This design comes from an exercise in tuning for a short achievable clock period and few clock cycles on the open sky130 flow, not from production work. Only simulation tests tie the RTL to the original design; equivalence was not proved.

==> inputs of v26 <==
==> flow/design.v <==
`default_nettype none
package rsc_pkg;
    typedef logic [16-1:0]    word_t;
    typedef logic [3-1:0] reg_idx_t;
    typedef enum logic [3-1:0] {
        OP_ADD  = 3'd0,
        OP_ADDI = 3'd1,
        OP_NAND = 3'd2,
        OP_LUI  = 3'd3,
        OP_SW   = 3'd4,
        OP_LW   = 3'd5,
        OP_BEQ  = 3'd6,
        OP_JALR = 3'd7
    } opcode_e;
    typedef struct packed {
        logic  valid;
        word_t pc;
        word_t inst;
    } if_id_t;
    typedef struct packed {
        logic     valid;
        word_t    pc;
        opcode_e  opcode;
        reg_idx_t tgt;
        reg_idx_t src1;
        reg_idx_t src2;
        word_t    opnd1;      
        word_t    opnd2;
        word_t    imm;
    } id_ex_t;
    typedef struct packed {
        logic     valid;
        word_t    pc;
        opcode_e  opcode;
        reg_idx_t tgt;
        word_t    alu_result;
        word_t    st_data;
        logic     eq;
        word_t    imm;
    } ex_mem_t;
    typedef struct packed {
        logic     valid;
        reg_idx_t tgt;
        word_t    result;
    } mem_wb_t;
endpackage
`default_nettype wire
`timescale 1ns/1ps
`default_nettype none
module rsc_core (
    input  wire logic           i_clk,
    input  wire logic           i_rst,
    input  wire rsc_pkg::word_t i_inst,
    output rsc_pkg::word_t      o_pc,
    input  wire rsc_pkg::word_t i_mem_rd_data,
    output rsc_pkg::word_t      o_mem_addr,
    output rsc_pkg::word_t      o_mem_wr_data,
    output logic                o_mem_wr_en
);
    localparam int BTB_N = 16;
    logic [15:0] r_pc;
    logic        r_ras_v;
    logic [15:0] r_ras;
    logic        r_btb_v   [BTB_N];
    logic [11:0] r_btb_tag [BTB_N];
    logic [15:0] r_btb_tgt [BTB_N];
    logic        d_v;
    logic [15:0] d_pc;
    logic [15:0] d_inst;
    logic        d_ptaken;      
    logic [15:0] d_btgt;        
    logic        d_jpv;         
    logic [15:0] d_jtgt;
    logic        e_v;
    logic [15:0] e_pc;
    logic        e_wr;
    logic [2:0]  e_dst;
    logic        e_ld;
    logic        e_st;
    logic        e_beq;
    logic        e_jalr;
    logic        e_nand;
    logic        e_sela;        
    logic        e_selb;
    logic [15:0] e_opa;
    logic [15:0] e_opb;
    logic        e_asel;        
    logic        e_bsel;
    logic [15:0] e_aop;
    logic [15:0] e_bop;
    logic        e_ptaken;
    logic [15:0] e_alt;         
    logic        e_jpv;
    logic [15:0] e_jtgt;
    logic        x1_wr;
    logic [2:0]  x1_dst;
    logic        x1_ld;
    logic        x1_st;
    logic [15:0] x1_res;
    logic [15:0] x1_sd;
    logic        x2_wr;
    logic [2:0]  x2_dst;
    logic        x2_ld;
    logic [15:0] x2_res;
    logic        x3_wr;
    logic [2:0]  x3_dst;
    logic [15:0] x3_val;
    logic [15:0] r_rf [1:7];
    logic [2:0]  f_op;
    logic        f_beq;
    logic        f_jalr;
    logic        f_ptaken;
    logic [15:0] f_inc;
    logic [15:0] f_btgt;
    logic [3:0]  f_idx;
    logic        f_btb_hit;
    logic        f_use_ras;
    logic        f_jpv;
    logic [15:0] f_jtgt;
    logic [15:0] f_pred;
    assign o_pc = r_pc;
    assign f_op     = i_inst[15:13];
    assign f_beq    = f_op == 3'd6;
    assign f_jalr   = f_op == 3'd7;
    assign f_ptaken = f_beq && (i_inst[12:10] == i_inst[9:7] || i_inst[6]);
    logic [6:0]  f_lo;
    logic        f_lo_co;
    logic [8:0]  f_hi_inc;
    logic [8:0]  f_hi_dec;
    rsc_inc #(.W(16)) u_f_inc (.i_a(r_pc), .i_dec(1'b0), .o_s(f_inc));
    rsc_inc #(.W(9)) u_f_hi_inc (.i_a(r_pc[15:7]), .i_dec(1'b0), .o_s(f_hi_inc));
    rsc_inc #(.W(9)) u_f_hi_dec (.i_a(r_pc[15:7]), .i_dec(1'b1), .o_s(f_hi_dec));
    rsc_add #(.W(7)) u_f_lo (.i_a(r_pc[6:0]), .i_b(i_inst[6:0]), .i_ci(1'b1),
                             .o_s(f_lo), .o_co(f_lo_co));
    always_comb begin
        f_btgt[6:0] = f_lo;
        if (i_inst[6] == f_lo_co)
            f_btgt[15:7] = r_pc[15:7];
        else if (f_lo_co)
            f_btgt[15:7] = f_hi_inc;
        else
            f_btgt[15:7] = f_hi_dec;
    end
    assign f_idx     = r_pc[3:0];
    logic [BTB_N-1:0] f_btb_hits;
    always_comb
        for (int i = 0; i < BTB_N; i++)
            f_btb_hits[i] = r_btb_v[i] && r_btb_tag[i] == r_pc[15:4];
    assign f_btb_hit = f_btb_hits[f_idx];
    assign f_use_ras = r_ras_v && i_inst[12:10] == 3'd0;
    assign f_jpv     = f_jalr && (f_use_ras || f_btb_hit);
    assign f_jtgt    = f_use_ras ? r_ras : r_btb_tgt[f_idx];
    always_comb begin
        if (f_ptaken)
            f_pred = f_btgt;
        else if (f_jpv)
            f_pred = f_jtgt;
        else
            f_pred = f_inc;
    end
    logic [2:0]  f_srca;
    logic [2:0]  f_srcb;
    logic        f_wr;
    logic [3:0]  f_ha;               
    logic [3:0]  f_hb;
    assign f_srca = (f_op == 3'd3) ? 3'd0 : i_inst[9:7];
    assign f_srcb = (f_op == 3'd0 || f_op == 3'd2) ? i_inst[2:0] :
                    ((f_op == 3'd4 || f_op == 3'd6) ? i_inst[12:10] : 3'd0);
    assign f_wr   = !(f_op == 3'd4 || f_op == 3'd6) && i_inst[12:10] != 3'd0;
    logic [2:0]  d_op;
    logic [2:0]  d_ra;
    logic        d_add, d_nand, d_lui, d_sw, d_lw, d_beq, d_jalr;
    logic [2:0]  d_srca;             
    logic [2:0]  d_srcb;
    logic        d_wr;
    logic [3:0]  d_ha;               
    logic [3:0]  d_hb;
    logic [15:0] d_imm;
    logic [15:0] d_link;
    assign d_op   = d_inst[15:13];
    assign d_ra   = d_inst[12:10];
    assign d_add  = d_op == 3'd0;
    assign d_nand = d_op == 3'd2;
    assign d_lui  = d_op == 3'd3;
    assign d_sw   = d_op == 3'd4;
    assign d_lw   = d_op == 3'd5;
    assign d_beq  = d_op == 3'd6;
    assign d_jalr = d_op == 3'd7;
    rsc_inc #(.W(16)) u_d_link (.i_a(d_pc), .i_dec(1'b0), .o_s(d_link));
    always_comb begin
        if (d_lui)
            d_imm = {d_inst[9:0], 6'd0};
        else if (d_jalr)
            d_imm = d_link;
        else
            d_imm = {{9{d_inst[6]}}, d_inst[6:0]};
    end
    assign f_ha = {d_v && d_wr && d_ra == f_srca, e_wr && e_dst == f_srca,
                   x1_wr && x1_dst == f_srca, x2_wr && x2_dst == f_srca};
    assign f_hb = {d_v && d_wr && d_ra == f_srcb, e_wr && e_dst == f_srcb,
                   x1_wr && x1_dst == f_srcb, x2_wr && x2_dst == f_srcb};
    logic        a_e, a_1, a_2, a_3;
    logic        b_e, b_1, b_2, b_3;
    logic        a_stall, b_stall;
    logic        a_ready;            
    logic [15:0] a_reg, b_reg;       
    logic [15:0] a_val, b_val;       
    logic        a_ldin, b_ldin;
    logic [15:0] a_rf, b_rf;
    assign {a_e, a_1, a_2, a_3} = d_ha;
    assign {b_e, b_1, b_2, b_3} = d_hb;
    assign a_stall = a_e ? e_ld : (a_1 && x1_ld);
    assign b_stall = b_e ? e_ld : (b_1 && x1_ld);
    assign a_ldin  = !a_e && !a_1 && a_2 && x2_ld;
    assign b_ldin  = !b_e && !b_1 && b_2 && x2_ld;
    assign a_ready = !a_e && !(a_1 && x1_ld) && !a_ldin;
    assign a_rf = (d_srca == 3'd0) ? 16'd0 : r_rf[d_srca];
    assign b_rf = (d_srcb == 3'd0) ? 16'd0 : r_rf[d_srcb];
    always_comb begin
        if (a_1)
            a_reg = x1_res;
        else if (a_2)
            a_reg = x2_res;
        else if (a_3)
            a_reg = x3_val;
        else
            a_reg = a_rf;
        if (b_1)
            b_reg = x1_res;
        else if (b_2)
            b_reg = x2_res;
        else if (b_3)
            b_reg = x3_val;
        else
            b_reg = b_rf;
    end
    assign a_val = a_ldin ? i_mem_rd_data : a_reg;
    assign b_val = b_ldin ? i_mem_rd_data : b_reg;
    logic        stall;
    logic        redir_d;
    logic        redir_e;
    logic [15:0] tgt_e;
    assign stall   = d_v && (a_stall || b_stall);
    assign redir_d = d_v && d_jalr && !d_jpv && a_ready;
    logic [15:0] x_fa, x_fb;
    logic [15:0] x_a, x_b;
    logic [15:0] x_res;
    logic        x_eq;
    logic        x_jok;
    assign x_fa  = e_sela ? x1_res : e_opa;
    assign x_fb  = e_selb ? x1_res : e_opb;
    assign x_a   = e_asel ? x1_res : e_aop;
    assign x_b   = e_bsel ? x1_res : e_bop;
    logic [15:0] x_sum;
    logic        x_co;
    rsc_add #(.W(16)) u_x_add (.i_a(x_a), .i_b(x_b), .i_ci(1'b0), .o_s(x_sum), .o_co(x_co));
    assign x_res = e_nand ? ~(x_a & x_b) : x_sum;
    assign x_eq  = x_fa == x_fb;
    assign x_jok = e_jpv && x_fa == e_jtgt;
    assign redir_e = e_v && ((e_beq && (x_eq != e_ptaken)) || (e_jalr && !x_jok));
    assign tgt_e   = e_jalr ? x_fa : e_alt;
    assign o_mem_addr    = x1_res;
    assign o_mem_wr_data = x1_sd;
    assign o_mem_wr_en   = x1_st;
    always_ff @(posedge i_clk) begin
        if (i_rst)
            r_pc <= 16'd0;
        else if (redir_e)
            r_pc <= tgt_e;
        else if (redir_d)
            r_pc <= a_reg;
        else if (!stall)
            r_pc <= f_pred;
        if (i_rst || redir_e)
            d_v <= 1'b0;
        else if (!stall)
            d_v <= !redir_d;
        if (!stall) begin
            d_pc     <= r_pc;
            d_inst   <= i_inst;
            d_ptaken <= f_ptaken;
            d_btgt   <= f_btgt;
            d_jpv    <= f_jpv;
            d_jtgt   <= f_jtgt;
            d_srca   <= f_srca;
            d_srcb   <= f_srcb;
            d_wr     <= f_wr;
            d_ha     <= f_ha;
            d_hb     <= f_hb;
        end else begin
            d_ha     <= {1'b0, d_ha[3:1]};
            d_hb     <= {1'b0, d_hb[3:1]};
        end
        if (i_rst || redir_e || stall || !d_v) begin
            e_v    <= 1'b0;
            e_wr   <= 1'b0;
            e_ld   <= 1'b0;
            e_st   <= 1'b0;
            e_beq  <= 1'b0;
            e_jalr <= 1'b0;
        end else begin
            e_v    <= 1'b1;
            e_wr   <= d_wr;
            e_ld   <= d_lw;
            e_st   <= d_sw;
            e_beq  <= d_beq;
            e_jalr <= d_jalr;
        end
        e_pc     <= d_pc;
        e_dst    <= d_ra;
        e_nand   <= d_nand;
        e_sela   <= a_e;
        e_selb   <= b_e;
        e_opa    <= a_val;
        e_opb    <= b_val;
        e_asel   <= a_e && !d_jalr;
        e_bsel   <= b_e && (d_add || d_nand);
        e_aop    <= d_jalr ? 16'd0 : a_val;
        e_bop    <= (d_add || d_nand) ? b_val : d_imm;
        e_ptaken <= d_ptaken;
        e_alt    <= d_ptaken ? d_link : d_btgt;
        e_jpv    <= d_jpv || a_ready;
        e_jtgt   <= d_jpv ? d_jtgt : a_reg;
        if (i_rst) begin
            x1_wr <= 1'b0;
            x1_ld <= 1'b0;
            x1_st <= 1'b0;
        end else begin
            x1_wr <= e_wr;
            x1_ld <= e_ld;
            x1_st <= e_st;
        end
        x1_dst <= e_dst;
        x1_res <= x_res;
        x1_sd  <= x_fb;
        if (i_rst) begin
            x2_wr <= 1'b0;
            x2_ld <= 1'b0;
        end else begin
            x2_wr <= x1_wr;
            x2_ld <= x1_ld;
        end
        x2_dst <= x1_dst;
        x2_res <= x1_res;
        if (i_rst)
            x3_wr <= 1'b0;
        else
            x3_wr <= x2_wr;
        x3_dst <= x2_dst;
        x3_val <= x2_ld ? i_mem_rd_data : x2_res;
        for (int i = 1; i < 8; i++)
            if (x3_wr && x3_dst == 3'(i))
                r_rf[i] <= x3_val;
        if (i_rst)
            r_ras_v <= 1'b0;
        else if (d_v && d_jalr && d_ra != 3'd0 && !stall && !redir_e)
            r_ras_v <= 1'b1;
        if (d_jalr && d_ra != 3'd0 && !stall)
            r_ras <= d_link;
        for (int i = 0; i < BTB_N; i++) begin
            if (i_rst)
                r_btb_v[i] <= 1'b0;
            else if (e_v && e_jalr && e_pc[3:0] == 4'(i))
                r_btb_v[i] <= 1'b1;
            if (e_jalr && e_pc[3:0] == 4'(i)) begin
                r_btb_tag[i] <= e_pc[15:4];
                r_btb_tgt[i] <= x_fa;
            end
        end
    end
endmodule
module rsc_add #(parameter int W = 16) (
    input  wire logic [W-1:0] i_a,
    input  wire logic [W-1:0] i_b,
    input  wire logic         i_ci,
    output logic [W-1:0]      o_s,
    output logic              o_co
);
    logic [W-1:0] p, g, pp, gg;
    always_comb begin
        p  = i_a ^ i_b;
        g  = i_a & i_b;
        gg = g;
        pp = p;
        gg[0] = g[0] | (p[0] & i_ci);
        for (int d = 1; d < W; d = d * 2)
            for (int i = W - 1; i >= d; i--) begin
                gg[i] = gg[i] | (pp[i] & gg[i-d]);
                pp[i] = pp[i] & pp[i-d];
            end
        o_s  = p ^ {gg[W-2:0], i_ci};
        o_co = gg[W-1];
    end
endmodule
module rsc_inc #(parameter int W = 16) (
    input  wire logic [W-1:0] i_a,
    input  wire logic         i_dec,
    output logic [W-1:0]      o_s
);
    logic [W-1:0] t, c;
    always_comb begin
        t = i_dec ? ~i_a : i_a;
        c = t;
        for (int d = 1; d < W; d = d * 2)
            for (int i = W - 1; i >= d; i--)
                c[i] = c[i] & c[i-d];
        o_s = i_a ^ {c[W-2:0], 1'b1};
    end
endmodule
`default_nettype wire
==> flow/run.sh <==
#!/bin/bash
# synth_recipe.tcl (not shown) runs the flow's synth.tcl, then flattens the netlist and writes it again
# the make line also repeats each setting of config.mk as NAME=value (left out here)
make -C /OpenROAD-flow-scripts/flow DESIGN_CONFIG=/design/flow/config.mk WORK_HOME=/design/flow/orfs CLKGATE_MAP_FILE= SYNTH_SCRIPT=/design/flow/synth_recipe.tcl finish
==> flow/config.mk <==
export PLATFORM = sky130hd
export DESIGN_NAME = rsc_core
export DESIGN_NICKNAME = rsc_core
export VERILOG_FILES = /design/flow/design.v
export SDC_FILE = /design/flow/constraint.sdc
export NUM_CORES = 4
export LEC_CHECK = 0
export CAP_MARGIN = 20
export CORE_MARGIN = 2
export CORE_UTILIZATION = 40
export SETUP_SLACK_MARGIN = 5
export SLEW_MARGIN = 20
==> flow/constraint.sdc <==
create_clock -name core_clock -period 6.5 [get_ports {i_clk}]
set_input_delay 1.3000 -clock core_clock [delete_from_list [all_inputs] [get_ports {i_clk}]]
set_output_delay 1.3000 -clock core_clock [all_outputs]
set_load 0.01 [all_outputs]
==> v3: changes against v26 <==
--- a/flow/design.v
+++ b/flow/design.v
@@ -62,7 +62,7 @@
     logic        r_ras_v;
     logic [15:0] r_ras;
     logic        r_btb_v   [BTB_N];
-    logic [11:0] r_btb_tag [BTB_N];
+    logic [3:0]  r_btb_tag [BTB_N];     
     logic [15:0] r_btb_tgt [BTB_N];
     logic        d_v;
     logic [15:0] d_pc;
@@ -92,9 +92,14 @@
     logic [15:0] e_alt;         
     logic        e_jpv;
     logic [15:0] e_jtgt;
+    logic        e_eqd;         
+    logic        e_jokd;        
     logic        x1_wr;
     logic [2:0]  x1_dst;
     logic        x1_ld;
+    logic        x1_eld;        
+    logic        e_eld;
+    logic [15:0] r_maddr;
     logic        x1_st;
     logic [15:0] x1_res;
     logic [15:0] x1_sd;
@@ -145,7 +150,7 @@
     logic [BTB_N-1:0] f_btb_hits;
     always_comb
         for (int i = 0; i < BTB_N; i++)
-            f_btb_hits[i] = r_btb_v[i] && r_btb_tag[i] == r_pc[15:4];
+            f_btb_hits[i] = r_btb_v[i] && r_btb_tag[i] == r_pc[7:4];
     assign f_btb_hit = f_btb_hits[f_idx];
     assign f_use_ras = r_ras_v && i_inst[12:10] == 3'd0;
     assign f_jpv     = f_jalr && (f_use_ras || f_btb_hit);
@@ -209,10 +214,10 @@
     logic [15:0] a_rf, b_rf;
     assign {a_e, a_1, a_2, a_3} = d_ha;
     assign {b_e, b_1, b_2, b_3} = d_hb;
-    assign a_stall = a_e ? e_ld : (a_1 && x1_ld);
-    assign b_stall = b_e ? e_ld : (b_1 && x1_ld);
-    assign a_ldin  = !a_e && !a_1 && a_2 && x2_ld;
-    assign b_ldin  = !b_e && !b_1 && b_2 && x2_ld;
+    assign a_stall = a_e ? e_ld : (a_1 && x1_ld && !x1_eld);
+    assign b_stall = b_e ? e_ld : (b_1 && x1_ld && !x1_eld);
+    assign a_ldin  = !a_e && (a_1 ? x1_eld : (a_2 && x2_ld));
+    assign b_ldin  = !b_e && (b_1 ? x1_eld : (b_2 && x2_ld));
     assign a_ready = !a_e && !(a_1 && x1_ld) && !a_ldin;
     assign a_rf = (d_srca == 3'd0) ? 16'd0 : r_rf[d_srca];
     assign b_rf = (d_srcb == 3'd0) ? 16'd0 : r_rf[d_srcb];
@@ -241,7 +246,9 @@
     logic        redir_e;
     logic [15:0] tgt_e;
     assign stall   = d_v && (a_stall || b_stall);
-    assign redir_d = d_v && d_jalr && !d_jpv && a_ready;
+    assign redir_d = d_v && d_jalr && !d_jpv && (a_ready || a_ldin);
+    logic        d_eld;
+    assign d_eld = d_v && d_lw && d_inst[9:7] == 3'd0 && !e_ld && !e_st;
     logic [15:0] x_fa, x_fb;
     logic [15:0] x_a, x_b;
     logic [15:0] x_res;
@@ -255,11 +262,20 @@
     logic        x_co;
     rsc_add #(.W(16)) u_x_add (.i_a(x_a), .i_b(x_b), .i_ci(1'b0), .o_s(x_sum), .o_co(x_co));
     assign x_res = e_nand ? ~(x_a & x_b) : x_sum;
-    assign x_eq  = x_fa == x_fb;
-    assign x_jok = e_jpv && x_fa == e_jtgt;
+    always_comb begin
+        if (e_sela && e_selb)
+            x_eq = 1'b1;
+        else if (e_sela)
+            x_eq = x1_res == e_opb;
+        else if (e_selb)
+            x_eq = x1_res == e_opa;
+        else
+            x_eq = e_eqd;
+    end
+    assign x_jok = e_sela ? (e_jpv && x1_res == e_jtgt) : e_jokd;
     assign redir_e = e_v && ((e_beq && (x_eq != e_ptaken)) || (e_jalr && !x_jok));
     assign tgt_e   = e_jalr ? x_fa : e_alt;
-    assign o_mem_addr    = x1_res;
+    assign o_mem_addr    = r_maddr;
     assign o_mem_wr_data = x1_sd;
     assign o_mem_wr_en   = x1_st;
     always_ff @(posedge i_clk) begin
@@ -268,7 +284,7 @@
         else if (redir_e)
             r_pc <= tgt_e;
         else if (redir_d)
-            r_pc <= a_reg;
+            r_pc <= a_val;
         else if (!stall)
             r_pc <= f_pred;
         if (i_rst || redir_e)
@@ -319,15 +335,24 @@
         e_bop    <= (d_add || d_nand) ? b_val : d_imm;
         e_ptaken <= d_ptaken;
         e_alt    <= d_ptaken ? d_link : d_btgt;
-        e_jpv    <= d_jpv || a_ready;
-        e_jtgt   <= d_jpv ? d_jtgt : a_reg;
+        e_jpv    <= d_jpv || a_ready || a_ldin;
+        e_eqd    <= a_val == b_val;
+        e_jokd   <= d_jpv ? (a_val == d_jtgt) : (a_ready || a_ldin);
+        if (i_rst || redir_e || stall || !d_v)
+            e_eld <= 1'b0;
+        else
+            e_eld <= d_eld;
+        r_maddr  <= d_eld ? {{9{d_inst[6]}}, d_inst[6:0]} : x_res;
+        e_jtgt   <= d_jpv ? d_jtgt : a_val;
         if (i_rst) begin
             x1_wr <= 1'b0;
             x1_ld <= 1'b0;
+            x1_eld <= 1'b0;
             x1_st <= 1'b0;
         end else begin
             x1_wr <= e_wr;
             x1_ld <= e_ld;
+            x1_eld <= e_eld;
             x1_st <= e_st;
         end
         x1_dst <= e_dst;
@@ -338,10 +363,10 @@
             x2_ld <= 1'b0;
         end else begin
             x2_wr <= x1_wr;
-            x2_ld <= x1_ld;
+            x2_ld <= x1_ld && !x1_eld;
         end
         x2_dst <= x1_dst;
-        x2_res <= x1_res;
+        x2_res <= x1_eld ? i_mem_rd_data : x1_res;
         if (i_rst)
             x3_wr <= 1'b0;
         else
@@ -363,7 +388,7 @@
             else if (e_v && e_jalr && e_pc[3:0] == 4'(i))
                 r_btb_v[i] <= 1'b1;
             if (e_jalr && e_pc[3:0] == 4'(i)) begin
-                r_btb_tag[i] <= e_pc[15:4];
+                r_btb_tag[i] <= e_pc[7:4];
                 r_btb_tgt[i] <= x_fa;
             end
         end
- SYNTH_HIERARCHICAL: unset -> 1
- SYNTH_MINIMUM_KEEP_SIZE: unset -> 0
==> v36: changes against v26 <==
--- a/flow/design.v
+++ b/flow/design.v
@@ -80,14 +80,13 @@
     logic        e_beq;
     logic        e_jalr;
     logic        e_nand;
+    logic        e_useimm;
+    logic        e_zeroa;
     logic        e_sela;        
     logic        e_selb;
     logic [15:0] e_opa;
     logic [15:0] e_opb;
-    logic        e_asel;        
-    logic        e_bsel;
-    logic [15:0] e_aop;
-    logic [15:0] e_bop;
+    logic [15:0] e_imm;
     logic        e_ptaken;
     logic [15:0] e_alt;         
     logic        e_jpv;
@@ -142,11 +141,7 @@
             f_btgt[15:7] = f_hi_dec;
     end
     assign f_idx     = r_pc[3:0];
-    logic [BTB_N-1:0] f_btb_hits;
-    always_comb
-        for (int i = 0; i < BTB_N; i++)
-            f_btb_hits[i] = r_btb_v[i] && r_btb_tag[i] == r_pc[15:4];
-    assign f_btb_hit = f_btb_hits[f_idx];
+    assign f_btb_hit = r_btb_v[f_idx] && r_btb_tag[f_idx] == r_pc[15:4];
     assign f_use_ras = r_ras_v && i_inst[12:10] == 3'd0;
     assign f_jpv     = f_jalr && (f_use_ras || f_btb_hit);
     assign f_jtgt    = f_use_ras ? r_ras : r_btb_tgt[f_idx];
@@ -249,8 +244,8 @@
     logic        x_jok;
     assign x_fa  = e_sela ? x1_res : e_opa;
     assign x_fb  = e_selb ? x1_res : e_opb;
-    assign x_a   = e_asel ? x1_res : e_aop;
-    assign x_b   = e_bsel ? x1_res : e_bop;
+    assign x_a   = e_zeroa ? 16'd0 : x_fa;
+    assign x_b   = e_useimm ? e_imm : x_fb;
     logic [15:0] x_sum;
     logic        x_co;
     rsc_add #(.W(16)) u_x_add (.i_a(x_a), .i_b(x_b), .i_ci(1'b0), .o_s(x_sum), .o_co(x_co));
@@ -309,14 +304,13 @@
         e_pc     <= d_pc;
         e_dst    <= d_ra;
         e_nand   <= d_nand;
+        e_useimm <= !(d_add || d_nand);
+        e_zeroa  <= d_jalr;
         e_sela   <= a_e;
         e_selb   <= b_e;
         e_opa    <= a_val;
         e_opb    <= b_val;
-        e_asel   <= a_e && !d_jalr;
-        e_bsel   <= b_e && (d_add || d_nand);
-        e_aop    <= d_jalr ? 16'd0 : a_val;
-        e_bop    <= (d_add || d_nand) ? b_val : d_imm;
+        e_imm    <= d_imm;
         e_ptaken <= d_ptaken;
         e_alt    <= d_ptaken ? d_link : d_btgt;
         e_jpv    <= d_jpv || a_ready;
- SETUP_SLACK_MARGIN: 5 -> 3
==> out/qor.yml <==
place:
  placedCellCount: 4103
power_and_ir_drop:
  power.share.combinational_pct: 30.5
  p_sw_share_pct: 32.4
clocking:
  worstSkewPairLatency_ps: 670
run_status:
  status: "no timing/DRC/antenna violations"
[end of results for v3]
==> out/qor.yml <==
final_layout:
  insertedDiodeCount: 3
  non_clk_invs: 102
  area_share_clock_buf_inv_pct: 5.42
clocking:
  worstSkewPairLatency_ps: 720
place:
  placedCellCount: 4254
run_status:
  status: "no timing/DRC/antenna violations"
power_and_ir_drop:
  p_sw_share_pct: 30.1
timing:
  grt_setup_unrepaired: "yes"
[end of results for v26]
==> out/qor.yml <==
power_and_ir_drop:
  power.share.combinational_pct: 15.9
  p_sw_share_pct: 27.9
  pwr_density_cell_nw_per_um2: 338
run_status:
  status: "no timing/DRC/antenna violations"
run:
  drv_cap: 0
place:
  placedCellCount: 4054
clocking:
  cts_post_setup_buffers_inserted: 66
[end of results for v36]
Testbench counts of v26, summed over its fixed seeds: cycles 50,922.
Testbench counts of v3, summed over its fixed seeds: cycles 49,746.
Testbench counts of v36, summed over its fixed seeds: cycles 50,922.

## afterwards: timing with drivers on the ports
The flow's constraints put no driver on any port. The routed layouts listed below were extracted and timed again, unchanged, in two steps. Step 1 sets driving cells, clkbuf_16 on the clock port and buf_2 on the other inputs (assumed; they add their load-dependent delay and slew). Step 2 times the ports against the registers' clock, not the clock port: input delays grow and output delays shrink by t, the midpoint of the rising clock arrivals with the driver on. a / b / c = no drivers / after step 1 / after step 2; a / b = the first two.
run | t (ns) | slack for setup (ns) | latest minus earliest clock arrival (ns) | cell pins on the clock port's net
v26 | 0.768 | 3.312 / 3.312 / 2.683 | 0.055 / 0.055 | 1
v3 | 0.724 | 3.598 / 3.598 / 2.879 | 0.047 / 0.046 | 1
v36 | 0.726 | 2.895 / 2.895 / 2.187 | 0.042 / 0.043 | 1
After both steps setup and hold are still met in every run listed. The setup slack of v3, which loses most, moves by 0.000 ns with the drivers and by -0.719 ns with both steps.
